This is an optimization exercise on Yosys and OpenROAD, whose aim is small area, a short achievable clock period and few clock cycles per item, not a production implementation. Where RTL was checked, it was by simulation tests only, not by an equivalence proof against the original. Power is estimated from default activity; no workload was simulated.

==> flow/design.v (excerpt) <==
module voltage_sag_load_limiter #(
  parameter int AVG_DEPTH = 16,
  parameter int VREF_MV = 3300,
  parameter int DIVIDER_RATIO = 11
) (
  input  wire logic                            clk,
  input  wire logic                            rst,
  input  wire logic                            in_valid,
  output logic                                 in_stall,
  input  wire logic [18:0]                     in_data,
  output logic                                 out_valid,
  input  wire logic                            out_stall,
  output logic [42:0]                          out_data,
  input  wire logic                            cfg_we,
  input  wire logic [vsll_pkg::CFG_IDX_W-1:0]  cfg_index,
  input  wire logic [vsll_pkg::CFG_DATA_W-1:0] cfg_data
);
For scale: roughly 570 flip-flops, ~0.030 sq mm of cells after synthesis.
Settings: LEC_CHECK=0, CAP_MARGIN=20, CORE_MARGIN=2, CORE_UTILIZATION=40, PLACE_DENSITY=0.6, SLEW_MARGIN=20; clock period 11.0 ns.
standard.sh (not shown) runs the stock make flow with config.mk's settings and CLKGATE_MAP_FILE= SYNTH_SCRIPT=/design/flow/synth_recipe.tcl, a recipe that flattens the netlist after the stock synthesis.
==> flow/flow/run.sh <==
#!/bin/bash
# Standard layout, with the timing repair aimed at a tighter setup target than the clock
# period (the clock period and every constraint stay as given).
set -euo pipefail
bash standard.sh SETUP_SLACK_MARGIN=7 finish > standard_flow.log 2>&1
Then changed:
--- a/flow/design.v
+++ b/flow/design.v
@@ -174,33 +174,25 @@
   logic [21:0] p2;
   assign avg = sum[15:4];
   always_ff @(posedge clk) begin
     if (!aux_v) p2 <= (22'(avg) << 10) - (22'(avg) << 8) + (22'(avg) << 6) - (22'(avg) << 3)
                      + 22'(avg);
   end
-  logic [21:0] aux_p;
-  logic [6:0]  aux_req;
-  always_ff @(posedge clk) begin
-    if (!aux_v) begin
-      aux_p <= p2;
-      aux_req <= req2;
-    end
-  end
   logic [21:0] p3in;
   logic [11:0] ph;
   logic [11:0] pl;
   logic        pc;
   logic [15:0] mv3n;
   logic [17:0] m_s, m_c, lown, high18;
   logic [17:0] loA_s, loA_c, hiA_s, hiA_c, loA_d, hiA_d, loB_d, hiB_d;
   logic [15:0] mvA, mvB;
   logic [15:0] mv3;
   logic        lt3, gt3;
   logic [6:0]  req3;
   always_comb begin
-    p3in = aux_v ? aux_p : p2;
+    p3in = p2;
     ph = p3in[21:10];
     pl = {p3in[9:0], 2'b00};
     pc = (13'(ph) + 13'(pl) + 13'd1) >= 13'd4096;
     m_s = 18'(ph) ^ (18'(ph) << 1) ^ (18'(ph) << 3);
     m_c = ((18'(ph) & (18'(ph) << 1)) | (18'(ph) & (18'(ph) << 3))
           | ((18'(ph) << 1) & (18'(ph) << 3))) << 1;
@@ -215,12 +207,26 @@
     hiA_s = high18 ^ ~m_s ^ ~m_c;
     hiA_c = ((high18 & ~m_s) | (high18 & ~m_c) | (~m_s & ~m_c)) << 1;
     hiA_d = hiA_s + hiA_c + 18'd2;
     hiB_d = hiA_s + hiA_c - 18'd9;
     mv3n = pc ? mvB : mvA;
   end
+  logic [15:0] aux_mv;
+  logic        aux_lt, aux_gt;
+  logic [6:0]  aux_req;
+  logic        lt3n, gt3n;
+  assign lt3n = pc ? loB_d[17] : loA_d[17];
+  assign gt3n = pc ? hiB_d[17] : hiA_d[17];
+  always_ff @(posedge clk) begin
+    if (!aux_v) begin
+      aux_mv <= mv3n;
+      aux_lt <= lt3n;
+      aux_gt <= gt3n;
+      aux_req <= req2;
+    end
+  end
   logic [6:0] req3n;
   logic [8:0] dA, dB, d3;
   logic       dzA, dzB, dmA, dmB, dpA, dpB;
   logic       dz3, dm3, dp3;
   logic       use_a;
   always_comb begin
@@ -233,15 +239,15 @@
     dmB = (8'(req3n) + 8'd1 == 8'(prev_req));
     dpA = (8'(req3n) == 8'(req3) + 8'd1);
     dpB = (8'(req3n) == 8'(prev_req) + 8'd1);
   end
   always_ff @(posedge clk) begin
     if (load3) begin
-      mv3 <= mv3n;
-      lt3 <= pc ? loB_d[17] : loA_d[17];
-      gt3 <= pc ? hiB_d[17] : hiA_d[17];
+      mv3 <= aux_v ? aux_mv : mv3n;
+      lt3 <= aux_v ? aux_lt : lt3n;
+      gt3 <= aux_v ? aux_gt : gt3n;
       req3 <= req3n;
       if (use_a) begin
         d3 <= dA;
         dz3 <= dzA;
         dm3 <= dmA;
         dp3 <= dpA;
Effect: Final cell count drops by 0.46%. Clock skew falls by 0.0084 ns. Setup slack gains 0.28 ns. Hold slack gains 0.0091 ns. Core utilization drops by 1.2 points. Wire length went down by 4.1%. Synthesized area hardly moves. Register-to-register slack gains 0.28 ns. Final area came out lower by 2.6%. Clock power fell by about 6%. Critical path depth climbs by 1. Total power shrinks by 3.1%.
Testbench counts after the change, summed over its fixed seeds: cycles 8,160, items 8,000.
The RTL of the first run of this note was laid out without a check of its function.

==> separate check: timing with driven ports <==
In the flow no input, the clock included, has a driving cell. The finished layouts below were timed again as built, in two steps.
Step 1, drivers: a clkbuf_16 drives clk and a buf_2 each remaining input, both assumed.
Step 2 also shifts input and output timing later by t, the mid clock arrival at the registers, as if the neighbouring blocks saw the same clock.
Three values: ideal, step 1, step 2; two values: the first two.
run	t (ns)	setup WS [ns]	worst hold slack (ns)	slew at the worst register clock pin (ns)	worst data-port slew with drivers (ns)
the first run	0.672	6.645 / 6.645 / 6.474	0.396 / 0.396 / 0.396	0.06 / 0.06	0.08
the second run	0.686	6.925 / 6.925 / 6.498	0.405 / 0.405 / 0.405	0.06 / 0.06	0.06
After both steps every run listed still meets setup and hold. For the second run, which loses most, drivers alone change the setup slack by 0.000 ns; drivers and shift together by -0.427 ns.
